What follows belongs to an exercise in optimizing a design on an open flow for small area; a production flow would make more cautious choices.
In this exercise RTL edits were held to simulation tests only and were not proved equivalent to the original.
Power and IR drop assume default switching activity.

--- config.mk ---
export PLATFORM = sky130hd
export DESIGN_NAME = rv32i_int_core
export DESIGN_NICKNAME = rv32i_int_core
export VERILOG_FILES = /design/flow/design.v
export SDC_FILE = /design/flow/constraint.sdc
export NUM_CORES = 4
export LEC_CHECK = 0
export CAP_MARGIN = 20
export CORE_MARGIN = 2
export CORE_UTILIZATION = 40
export SLEW_MARGIN = 20
--- constraint.sdc ---
create_clock -name core_clock -period 5.5 [get_ports {clk}]
set_input_delay 1.1000 -clock core_clock [delete_from_list [all_inputs] [get_ports {clk}]]
set_output_delay 1.1000 -clock core_clock [all_outputs]
set_load 0.01 [all_outputs]
--- design.v ---
package rv_isa_pkg;
    localparam int XLEN       = 32;
    localparam int INSTR_W    = 32;
    localparam int REG_ADDR_W = 5;
    localparam int NUM_REGS   = 32;
    localparam int OPCODE_W = 7;
    localparam int FUNCT3_W = 3;
    localparam int FUNCT7_W = 7;
    localparam int RD_LSB     = 7;
    localparam int FUNCT3_LSB = 12;
    localparam int RS1_LSB    = 15;
    localparam int RS2_LSB    = 20;
    localparam int FUNCT7_LSB = 25;
    localparam logic [OPCODE_W-1:0] OP_LUI = 7'b0110111;
    localparam logic [OPCODE_W-1:0] OP_IMM = 7'b0010011;
    localparam logic [OPCODE_W-1:0] OP_REG = 7'b0110011;
    localparam logic [FUNCT3_W-1:0] F3_ADD_SUB = 3'b000;
    localparam logic [FUNCT3_W-1:0] F3_SLL     = 3'b001;
    localparam logic [FUNCT3_W-1:0] F3_SLT     = 3'b010;
    localparam logic [FUNCT3_W-1:0] F3_SLTU    = 3'b011;
    localparam logic [FUNCT3_W-1:0] F3_XOR     = 3'b100;
    localparam logic [FUNCT3_W-1:0] F3_SRL_SRA = 3'b101;
    localparam logic [FUNCT3_W-1:0] F3_OR      = 3'b110;
    localparam logic [FUNCT3_W-1:0] F3_AND     = 3'b111;
    localparam logic [FUNCT7_W-1:0] F7_BASE = 7'b0000000;
    localparam logic [FUNCT7_W-1:0] F7_ALT  = 7'b0100000;
endpackage
package core_ctrl_pkg;
    typedef enum logic [3:0] {
        ALU_ADD  = 4'd0,
        ALU_SUB  = 4'd1,
        ALU_OR   = 4'd2,
        ALU_AND  = 4'd3,
        ALU_XOR  = 4'd4,
        ALU_SLL  = 4'd5,
        ALU_SRL  = 4'd6,
        ALU_SRA  = 4'd7,
        ALU_SLT  = 4'd8,
        ALU_SLTU = 4'd9
    } alu_op_e;
    localparam int SHAMT_W = 5;
endpackage
`timescale 1ns/10ps
import rv_isa_pkg::*;
module register_file (
    input  logic                                clk,
    input  logic                                rst_n_i,
    input  logic [rv_isa_pkg::REG_ADDR_W-1:0]   rs1_addr_i,
    input  logic [rv_isa_pkg::REG_ADDR_W-1:0]   rs2_addr_i,
    input  logic                                use_imm_i,
    input  logic [rv_isa_pkg::XLEN-1:0]         imm_i,
    input  logic                                wr_en_i,
    input  logic [rv_isa_pkg::REG_ADDR_W-1:0]   wr_addr_i,
    input  logic [rv_isa_pkg::XLEN-1:0]         wr_data_i,
    output logic [rv_isa_pkg::XLEN-1:0]         rs1_data_o,
    output logic [rv_isa_pkg::XLEN-1:0]         op_b_o
);
    logic [NUM_REGS*XLEN-1:0] rf_q;
    logic [NUM_REGS-1:0]      rf_written;
    logic [NUM_REGS-1:0]      we;
    logic [NUM_REGS-1:0]      sel_a;
    logic [NUM_REGS-1:0]      sel_b;
    assign rf_q[XLEN-1:0] = '0;
    assign rf_written[0]  = 1'b0;
    genvar j;
    for (j = 1; j < NUM_REGS; j++) begin : g_reg
        logic [XLEN-1:0] q;
        logic            written;
        assign we[j] = wr_en_i && (wr_addr_i == j);
        always_ff @(posedge clk) begin
            if (we[j]) begin
                q <= wr_data_i;
            end
        end
        always_ff @(posedge clk or negedge rst_n_i) begin
            if (!rst_n_i) begin
                written <= 1'b0;
            end else if (we[j]) begin
                written <= 1'b1;
            end
        end
        assign rf_q[j*XLEN +: XLEN] = q;
        assign rf_written[j]        = written;
    end
    assign we[0] = 1'b0;
    always_comb begin
        for (int i = 0; i < NUM_REGS; i++) begin
            sel_a[i] = rf_written[i] && (rs1_addr_i == i);
            sel_b[i] = rf_written[i] && (rs2_addr_i == i) && !use_imm_i;
        end
    end
    always_comb begin
        rs1_data_o = '0;
        op_b_o     = imm_i & {XLEN{use_imm_i}};
        for (int i = 1; i < NUM_REGS; i++) begin
            rs1_data_o = rs1_data_o | (rf_q[i*XLEN +: XLEN] & {XLEN{sel_a[i]}});
            op_b_o     = op_b_o     | (rf_q[i*XLEN +: XLEN] & {XLEN{sel_b[i]}});
        end
    end
endmodule
`timescale 1ns/10ps
import rv_isa_pkg::*;
module decode_stage (
    input  logic                                clk,
    input  logic                                rst_n_i,
    input  logic                                instr_valid_i,
    input  logic [rv_isa_pkg::INSTR_W-1:0]      instr_i,
    output logic                                ex_valid_o,
    output logic                                ex_lui_o,     
    output logic                                ex_reg_o,     
    output logic [rv_isa_pkg::INSTR_W-1:7]      ex_fields_o   
);
    logic [OPCODE_W-1:0] opcode;
    logic [FUNCT3_W-1:0] funct3;
    logic [FUNCT7_W-1:0] funct7;
    logic                is_lui;
    logic                is_imm;
    logic                is_reg;
    logic                is_shift;
    logic                f7_base;
    logic                f7_alt;
    logic                dec_valid;
    assign opcode = instr_i[OPCODE_W-1:0];
    assign funct3 = instr_i[FUNCT3_LSB +: FUNCT3_W];
    assign funct7 = instr_i[FUNCT7_LSB +: FUNCT7_W];
    assign is_lui   = (opcode == OP_LUI);
    assign is_imm   = (opcode == OP_IMM);
    assign is_reg   = (opcode == OP_REG);
    assign is_shift = (funct3 == F3_SLL) || (funct3 == F3_SRL_SRA);
    assign f7_base  = (funct7 == F7_BASE);
    assign f7_alt   = (funct7 == F7_ALT);
    always_comb begin
        dec_valid = 1'b0;
        if (is_lui) begin
            dec_valid = 1'b1;
        end else if (is_imm) begin
            dec_valid = !is_shift || f7_base || (f7_alt && funct3 == F3_SRL_SRA);
        end else if (is_reg) begin
            dec_valid = f7_base ||
                        (f7_alt && (funct3 == F3_SRL_SRA || funct3 == F3_ADD_SUB));
        end
    end
    always_ff @(posedge clk or negedge rst_n_i) begin
        if (!rst_n_i) begin
            ex_valid_o <= 1'b0;
        end else begin
            ex_valid_o <= instr_valid_i && dec_valid;
        end
    end
    always_ff @(posedge clk) begin
        ex_lui_o    <= opcode[2];
        ex_reg_o    <= opcode[5];
        ex_fields_o <= instr_i[INSTR_W-1:7];
    end
endmodule
`timescale 1ns/10ps
import rv_isa_pkg::*;
module execute_stage (
    input  logic                                ex_lui_i,
    input  logic                                ex_reg_i,
    input  logic [rv_isa_pkg::INSTR_W-1:7]      ex_fields_i,
    input  logic [rv_isa_pkg::XLEN-1:0]         op_a_i,
    input  logic [rv_isa_pkg::XLEN-1:0]         op_b_i,
    output logic [rv_isa_pkg::XLEN-1:0]         result_o
);
    logic [FUNCT3_W-1:0] funct3;
    logic                alt;
    logic                do_sub;
    logic [XLEN-1:0]     sum;
    logic                lt;
    logic                shl;
    logic [XLEN-1:0]     sh_in;
    logic [XLEN-1:0]     sh_out;
    logic [XLEN-1:0]     sh_res;
    logic                fill;
    function automatic logic [XLEN-1:0] rev(input logic [XLEN-1:0] x);
        for (int i = 0; i < XLEN; i++) rev[i] = x[XLEN-1-i];
    endfunction
    assign funct3 = ex_fields_i[FUNCT3_LSB +: FUNCT3_W];
    assign alt    = ex_fields_i[30];
    assign do_sub = funct3[1] || (ex_reg_i && alt);
    assign sum    = op_a_i + (op_b_i ^ {XLEN{do_sub}}) + {{(XLEN-1){1'b0}}, do_sub};
    assign lt = (op_a_i[XLEN-1] ^ op_b_i[XLEN-1]) ?
                (funct3[0] ? op_b_i[XLEN-1] : op_a_i[XLEN-1]) : sum[XLEN-1];
    assign shl    = (funct3 == F3_SLL);
    assign fill   = alt && op_a_i[XLEN-1];
    assign sh_in  = shl ? rev(op_a_i) : op_a_i;
    assign sh_out = XLEN'($signed({fill, sh_in}) >>> op_b_i[4:0]);
    assign sh_res = shl ? rev(sh_out) : sh_out;
    always_comb begin
        if (ex_lui_i) begin
            result_o = {ex_fields_i[INSTR_W-1:FUNCT3_LSB], 12'b0};
        end else begin
            case (funct3)
                F3_ADD_SUB:         result_o = sum;
                F3_SLL, F3_SRL_SRA: result_o = sh_res;
                F3_SLT, F3_SLTU:    result_o = {{(XLEN-1){1'b0}}, lt};
                F3_XOR:             result_o = op_a_i ^ op_b_i;
                F3_OR:              result_o = op_a_i | op_b_i;
                default:            result_o = op_a_i & op_b_i;
            endcase
        end
    end
endmodule
`timescale 1ns/10ps
import rv_isa_pkg::*;
module result_stage (
    input  logic                                clk,
    input  logic                                rst_n_i,
    input  logic                                res_valid_i,
    input  logic [rv_isa_pkg::REG_ADDR_W-1:0]   res_rd_addr_i,
    input  logic [rv_isa_pkg::XLEN-1:0]         res_data_i,
    output logic                                result_valid_o,
    output logic [rv_isa_pkg::REG_ADDR_W-1:0]   result_rd_o,
    output logic [rv_isa_pkg::XLEN-1:0]         result_data_o,
    output logic [rv_isa_pkg::XLEN-1:0]         instret_o
);
    always_ff @(posedge clk or negedge rst_n_i) begin
        if (!rst_n_i) begin
            result_valid_o <= 1'b0;
            instret_o      <= '0;
        end else begin
            result_valid_o <= res_valid_i;
            if (result_valid_o) begin
                instret_o <= instret_o + 1'b1;
            end
        end
    end
    always_ff @(posedge clk) begin
        result_rd_o   <= res_rd_addr_i;
        result_data_o <= res_data_i;
    end
endmodule
`timescale 1ns/10ps
import rv_isa_pkg::*;
module rv32i_int_core (
    input  logic                                clk,
    input  logic                                rst_n_i,
    input  logic                                instr_valid_i,
    input  logic [rv_isa_pkg::INSTR_W-1:0]      instr_i,
    output logic                                result_valid_o,
    output logic [rv_isa_pkg::REG_ADDR_W-1:0]   result_rd_o,
    output logic [rv_isa_pkg::XLEN-1:0]         result_data_o,
    output logic [rv_isa_pkg::XLEN-1:0]         instret_o
);
    logic                  ex_valid;
    logic                  ex_lui;
    logic                  ex_reg;
    logic [INSTR_W-1:7]    ex_fields;
    logic [REG_ADDR_W-1:0] ex_rd;
    logic [XLEN-1:0]       op_a;
    logic [XLEN-1:0]       op_b;
    logic [XLEN-1:0]       alu_result;
    decode_stage u_decode (
        .clk           (clk),
        .rst_n_i       (rst_n_i),
        .instr_valid_i (instr_valid_i),
        .instr_i       (instr_i),
        .ex_valid_o    (ex_valid),
        .ex_lui_o      (ex_lui),
        .ex_reg_o      (ex_reg),
        .ex_fields_o   (ex_fields)
    );
    assign ex_rd = ex_fields[RD_LSB +: REG_ADDR_W];
    register_file u_regfile (
        .clk        (clk),
        .rst_n_i    (rst_n_i),
        .rs1_addr_i (ex_fields[RS1_LSB +: REG_ADDR_W]),
        .rs2_addr_i (ex_fields[RS2_LSB +: REG_ADDR_W]),
        .use_imm_i  (!ex_reg),
        .imm_i      ({{(XLEN-12){ex_fields[INSTR_W-1]}}, ex_fields[INSTR_W-1:RS2_LSB]}),
        .wr_en_i    (ex_valid),
        .wr_addr_i  (ex_rd),
        .wr_data_i  (alu_result),
        .rs1_data_o (op_a),
        .op_b_o     (op_b)
    );
    execute_stage u_execute (
        .ex_lui_i    (ex_lui),
        .ex_reg_i    (ex_reg),
        .ex_fields_i (ex_fields),
        .op_a_i      (op_a),
        .op_b_i      (op_b),
        .result_o    (alu_result)
    );
    result_stage u_result (
        .clk            (clk),
        .rst_n_i        (rst_n_i),
        .res_valid_i    (ex_valid),
        .res_rd_addr_i  (ex_rd),
        .res_data_i     (alu_result),
        .result_valid_o (result_valid_o),
        .result_rd_o    (result_rd_o),
        .result_data_o  (result_data_o),
        .instret_o      (instret_o)
    );
endmodule
--- run.sh ---
#!/bin/bash
# synth_recipe.tcl (not shown) runs the flow's synth.tcl, then flattens the netlist and writes it again
# the make line also repeats each setting of config.mk as NAME=value (left out here)
make -C /OpenROAD-flow-scripts/flow DESIGN_CONFIG=/design/flow/config.mk WORK_HOME=/design/flow/orfs CLKGATE_MAP_FILE= SYNTH_SCRIPT=/design/flow/synth_recipe.tcl finish
==> results.txt <==
kinds of logic after synthesis:
group,after synthesis
fa+ha+maj,96
mux,92
flops,1121
xor+xnor,90
buf+inv,527
simple gates,1968
compound gates,1216
what timing repair did:
| action | in CTS | in global routing |
|---|---|---|
| buffers inserted | 40 | 9 |
| gates resized for setup | 208 | 51 |
| setup endpoints to repair | 882 | 992 |
| pin swaps | 53 | 33 |
| hold endpoints to repair | 0 | 0 |
| gates cloned | 7 | 0 |
worst min-delay path by stage:
stage / start / endpoint / cells past startpoint
6_report: rst_n_i / u_result.instret_o[8]$_DFFE_PN0P_ / 1
3_3_place_gp: u_decode.ex_fields_o[7]$_DFF_P_ / u_result.result_rd_o[0]$_DFF_P_ / 0
2_1_floorplan: u_decode.ex_fields_o[7]$_DFF_P_ / u_result.result_rd_o[0]$_DFF_P_ / 0
3_5_place_dp: u_decode.ex_fields_o[7]$_DFF_P_ / u_result.result_rd_o[0]$_DFF_P_ / 0
4_1_cts: u_decode.ex_fields_o[7]$_DFF_P_ / u_result.result_rd_o[0]$_DFF_P_ / 0
5_1_grt: rst_n_i / u_regfile.g_reg[4].written$_DFFE_PN0P_ / 1
registers in the layout, indices dropped and copies added (netlist names):
name / flops
u_decode.ex_reg_o: 1
u_result.result_rd_o: 5
u_decode.ex_fields_o: 25
u_regfile.g.q: 992
u_regfile.g.written: 31
u_result.instret_o: 32
u_result.result_valid_o: 1
u_result.result_data_o: 32
u_decode.ex_valid_o: 1
u_decode.ex_lui_o: 1
critical path, delay by kind of cell, from the launching register on:
| family | cells | cell delay (ns) |
|---|---|---|
| AO/OA/AOI/OAI | 5 | 1.20 |
| XOR/XNOR | 1 | 0.14 |
| adder cells (fa/ha/maj) | 1 | 0.41 |
| buffers and inverters | 9 | 1.83 |
| flip-flops | 1 | 0.56 |
| AND/OR/NAND/NOR | 6 | 1.40 |
area by class of cell:
class                      count  area (µm²)  share of cell area
clock inverter                87        1140              0.0147
tap                         1903        2380              0.0306
antenna                       44         110             0.00141
timing repair buffer        1470       13800               0.178
multi-input combinational   3462       24100               0.309
inverter                      99         374             0.00481
sequential                  1121       32700               0.420
clock buffer                 143        3220              0.0414
synth_stat cells, types with 16 or more instances:
| library cell | count | area share |
|---|---|---|
| nor2b_1 | 16 | 0.0017 |
| and4_1 | 31 | 0.0047 |
| mux2i_1 | 62 | 0.011 |
| mux2_2 | 25 | 0.0049 |
| inv_1 | 94 | 0.0061 |
| buf_4 | 35 | 0.0046 |
| a22o_1 | 94 | 0.014 |
| ha_1 | 95 | 0.021 |
| nor2_1 | 164 | 0.011 |
| a31oi_1 | 27 | 0.0029 |
| and3_1 | 150 | 0.016 |
| a21o_1 | 39 | 0.0051 |
| nand3b_1 | 16 | 0.0021 |
| nand2_1 | 648 | 0.042 |
| a2111oi_0 | 136 | 0.021 |
| buf_6 | 16 | 0.0031 |
| nand4_1 | 117 | 0.013 |
| and2_1 | 20 | 0.0022 |
| or2_2 | 31 | 0.0034 |
| a211oi_1 | 20 | 0.0026 |
| o21ai_0 | 67 | 0.0058 |
| a221o_1 | 67 | 0.012 |
| nor3_1 | 458 | 0.040 |
| a221oi_1 | 62 | 0.0094 |
| xnor2_1 | 71 | 0.011 |
| buf_2 | 106 | 0.0092 |
| a22oi_1 | 346 | 0.045 |
| dfxtp_1 | 64 | 0.022 |
| nand3_1 | 105 | 0.0091 |
| dfrtp_1 | 65 | 0.028 |
| edfxtp_1 | 992 | 0.52 |
| buf_1 | 30 | 0.0020 |
| o22ai_1 | 33 | 0.0036 |
| clkbuf_1 | 239 | 0.016 |
| a21oi_1 | 142 | 0.012 |
| nor4_1 | 64 | 0.0070 |
| nand4b_1 | 29 | 0.0044 |
| a222oi_1 | 31 | 0.0054 |
| xor2_1 | 19 | 0.0029 |
through the flow:
step                cells   util
finish               8329  0.544
global route         8290  0.543
CTS                  8273  0.541
detailed placement   7997  0.500
global placement     7994  0.500
floorplan            5110      -
metal layers:
| layer | GRT usage | wire length, µm | part of all wire |
|---|---|---|---|
| met1 | 0.631 | 135000 | 0.34 |
| met2 | 0.704 | 154000 | 0.39 |
| met3 | 0.246 | 63500 | 0.16 |
| met4 | 0.414 | 40000 | 0.10 |
| met5 | 0.0175 | 578 | 0.0015 |
power groups by stage:
stage | Combinational (mW) | Sequential, mW | Clock [mW]
final | 2.30 | 9.44 | 9.05
after global routing | 2.32 | 9.44 | 9.34
after CTS | 2.18 | 9.44 | 9.03
after detailed placement | 2.07 | 9.62 | 0
after global placement | 2.07 | 9.62 | 0
after floorplan | 0.794 | 9.61 | 0
==> flow_metrics.env <==
export IMPL_status="complete, but fails checks"
export IMPL_failed_checks="setup timing"
export IMPL_place_ws_ns=-1.15
export IMPL_cts_tree="built"
export IMPL_p_seq_frac=0.454
export IMPL_dieArea_mm2=0.147
export IMPL_max_slew_margin_rel=0.111
export IMPL_synth_xor_xnor_area_share=0.0137
export IMPL_slowest_stage="or4_4"
export IMPL_cts_hold_buffers=0
export IMPL_synthArstFlopShare=0.0580
export IMPL_die_width_um=383
export IMPL_drive_gt1_frac=0.305
export IMPL_synth_edf_count=992
export IMPL_p_leak_nw=28.2
export IMPL_synth_seq_cells=1121
export IMPL_via_per_inst=7.36
export IMPL_peakVddDrop_uv=300
export IMPL_antenna_left=0
export IMPL_cap_viol_max_count=0
export IMPL_slowest_delay_ns=0.69
export IMPL_fill_cells=12500
export IMPL_power_density_mw_per_mm2=267
export IMPL_worst_path_max_fanout=32
export IMPL_synth_top_family_by_area="simple AND/OR/NAND/NOR gates"
export IMPL_critPathKind="register to register"
export IMPL_hold_ws_ns=0.358
export IMPL_maxSlewViolCount=0
export IMPL_globalplace_congestion=1.11
export IMPL_fin_crit_sh=1.07
export IMPL_synth_compound_area_share=0.163
export IMPL_ios=105
export IMPL_syn_area_mm2=0.0575
export IMPL_cp_startpoint="u_regfile.g_reg[20].written$_DFFE_PN0P_"
export IMPL_portBuffers=104
export IMPL_area_growth_pct=35.4
export IMPL_r2r_start="u_regfile.g_reg[20].written$_DFFE_PN0P_"
export IMPL_synthFlopType="edfxtp_1"
export IMPL_cts_buffers=120
export IMPL_ff2ff_path_depth=22
export IMPL_worstMarginPinSlew_ns=1.33
export IMPL_ff2ff_setup_slack_ns=-0.39
export IMPL_worst_slack_ns=-0.391
export IMPL_critPathLaunchType="register"
export IMPL_clock_fmax_mhz=170
export IMPL_r2r_end="u_regfile.g_reg[6].q[27]$_DFFE_PP_"
export IMPL_start_util=0.402
export IMPL_finalSetupViolations=889
export IMPL_switching_power_mw=5.41
export IMPL_synth_seq_area_share=0.569
export IMPL_antenna_found_initial=50
export IMPL_grt_max_degree=66
export IMPL_dpl_cell_area_mm2=0.0716
export IMPL_coreArea_mm2=0.143
export IMPL_p_clk_frac=0.435
export IMPL_layout_commonest_cell="buf_4"
export IMPL_synthSimpleGateAreaFrac=0.175
export IMPL_die_h_um=383
export IMPL_nets=6405
export IMPL_totalWireLength_um=393000
export IMPL_ys_types=114
export IMPL_synth_adder_area_share=0.0210
export IMPL_cts_root_buffer="clkbuf_16"
export IMPL_crit_path_end="u_regfile.g_reg[6].q[27]$_DFFE_PP_"
export IMPL_wl_per_cell_um=47.2
export IMPL_hpwl_um=275000
export IMPL_drtPass1Iterations=12
export IMPL_endpoint_kind="register"
export IMPL_grt_pass1_wl_um=513000
export IMPL_hold_violations=0
export IMPL_first_iter_violations=12500
export IMPL_cts_clk_slew_worst_paths_ns=0.07
export IMPL_fin_crit_ns=5.89
export IMPL_syn_nets=5241
export IMPL_cpMostUsedCell="buf_4"
export IMPL_final_setup_tns_ns=-141.91
export IMPL_combPwrFrac=0.111
export IMPL_path_cells="buf_4 > buf_4 > and3_1 > buf_4 > buf_4 > a222oi_1 > nand4_1 > or4_4 > buf_4 > ha_2 > buf_4 > nand2_1 > nor2_1 > o31ai_1 > buf_4 > a21oi_4 > buf_4 > o22ai_2 > xnor2_1 > a221oi_2 > nor2_4 > buf_12"
export IMPL_cts_htree_levels=3
export IMPL_rsz0062_at_grt="yes"
export IMPL_synth_avg_cell_area_um2=11.2
export IMPL_yosysWarnings=4
export IMPL_synth_area_mux_share=0.0172
export IMPL_sw_frac_of_total=0.260
export IMPL_drc_errors=0
export IMPL_num_vias=61300
export IMPL_insertion_delay_ns=0.85
export IMPL_clock_path_buffers=3
export IMPL_critPathRequiredTime_ns=6.01
export IMPL_fp_row_count=139
export IMPL_grt_usage=0.522
export IMPL_hold_path_class="input pin to asynchronous set/reset pin"
export IMPL_arrival_ns=6.40
export IMPL_design_area_mm2=0.0778
export IMPL_skew_ns=0.104
export IMPL_internal_power_mw=15.4
export IMPL_synthCells=5110
export IMPL_clock_sinks=1121
export IMPL_grt_pass1_vias=55900
export IMPL_final_cell_mix="buf_4, edfxtp_1, nand2_1"
export IMPL_grt_ovfl_total=0
export IMPL_totalPowerFinal_mw=20.8

==> what the ideal ports hide <==
How much do the figures lean on ideal ports? The routed layout below was timed once more, with nothing changed but the port constraints. Step 1 sets driving cells, clkbuf_16 on the clock port and buf_2 on the other inputs (assumed; they add their load-dependent delay and slew). Step 2, shift: input delay + t, output delay - t, t = (earliest + latest rising clock arrival at the registers) / 2. This alone moves slack from input paths to output paths. Three values: ideal, step 1, step 2; two values: the first two.
shift t [ns]: 0.883
slack for setup (ns): -0.391 / -0.391 / -0.391
latest minus earliest clock arrival (ns): 0.104 / 0.104
The setup slack of this run moves by 0.000 ns with the drivers and by 0.000 ns with both steps.
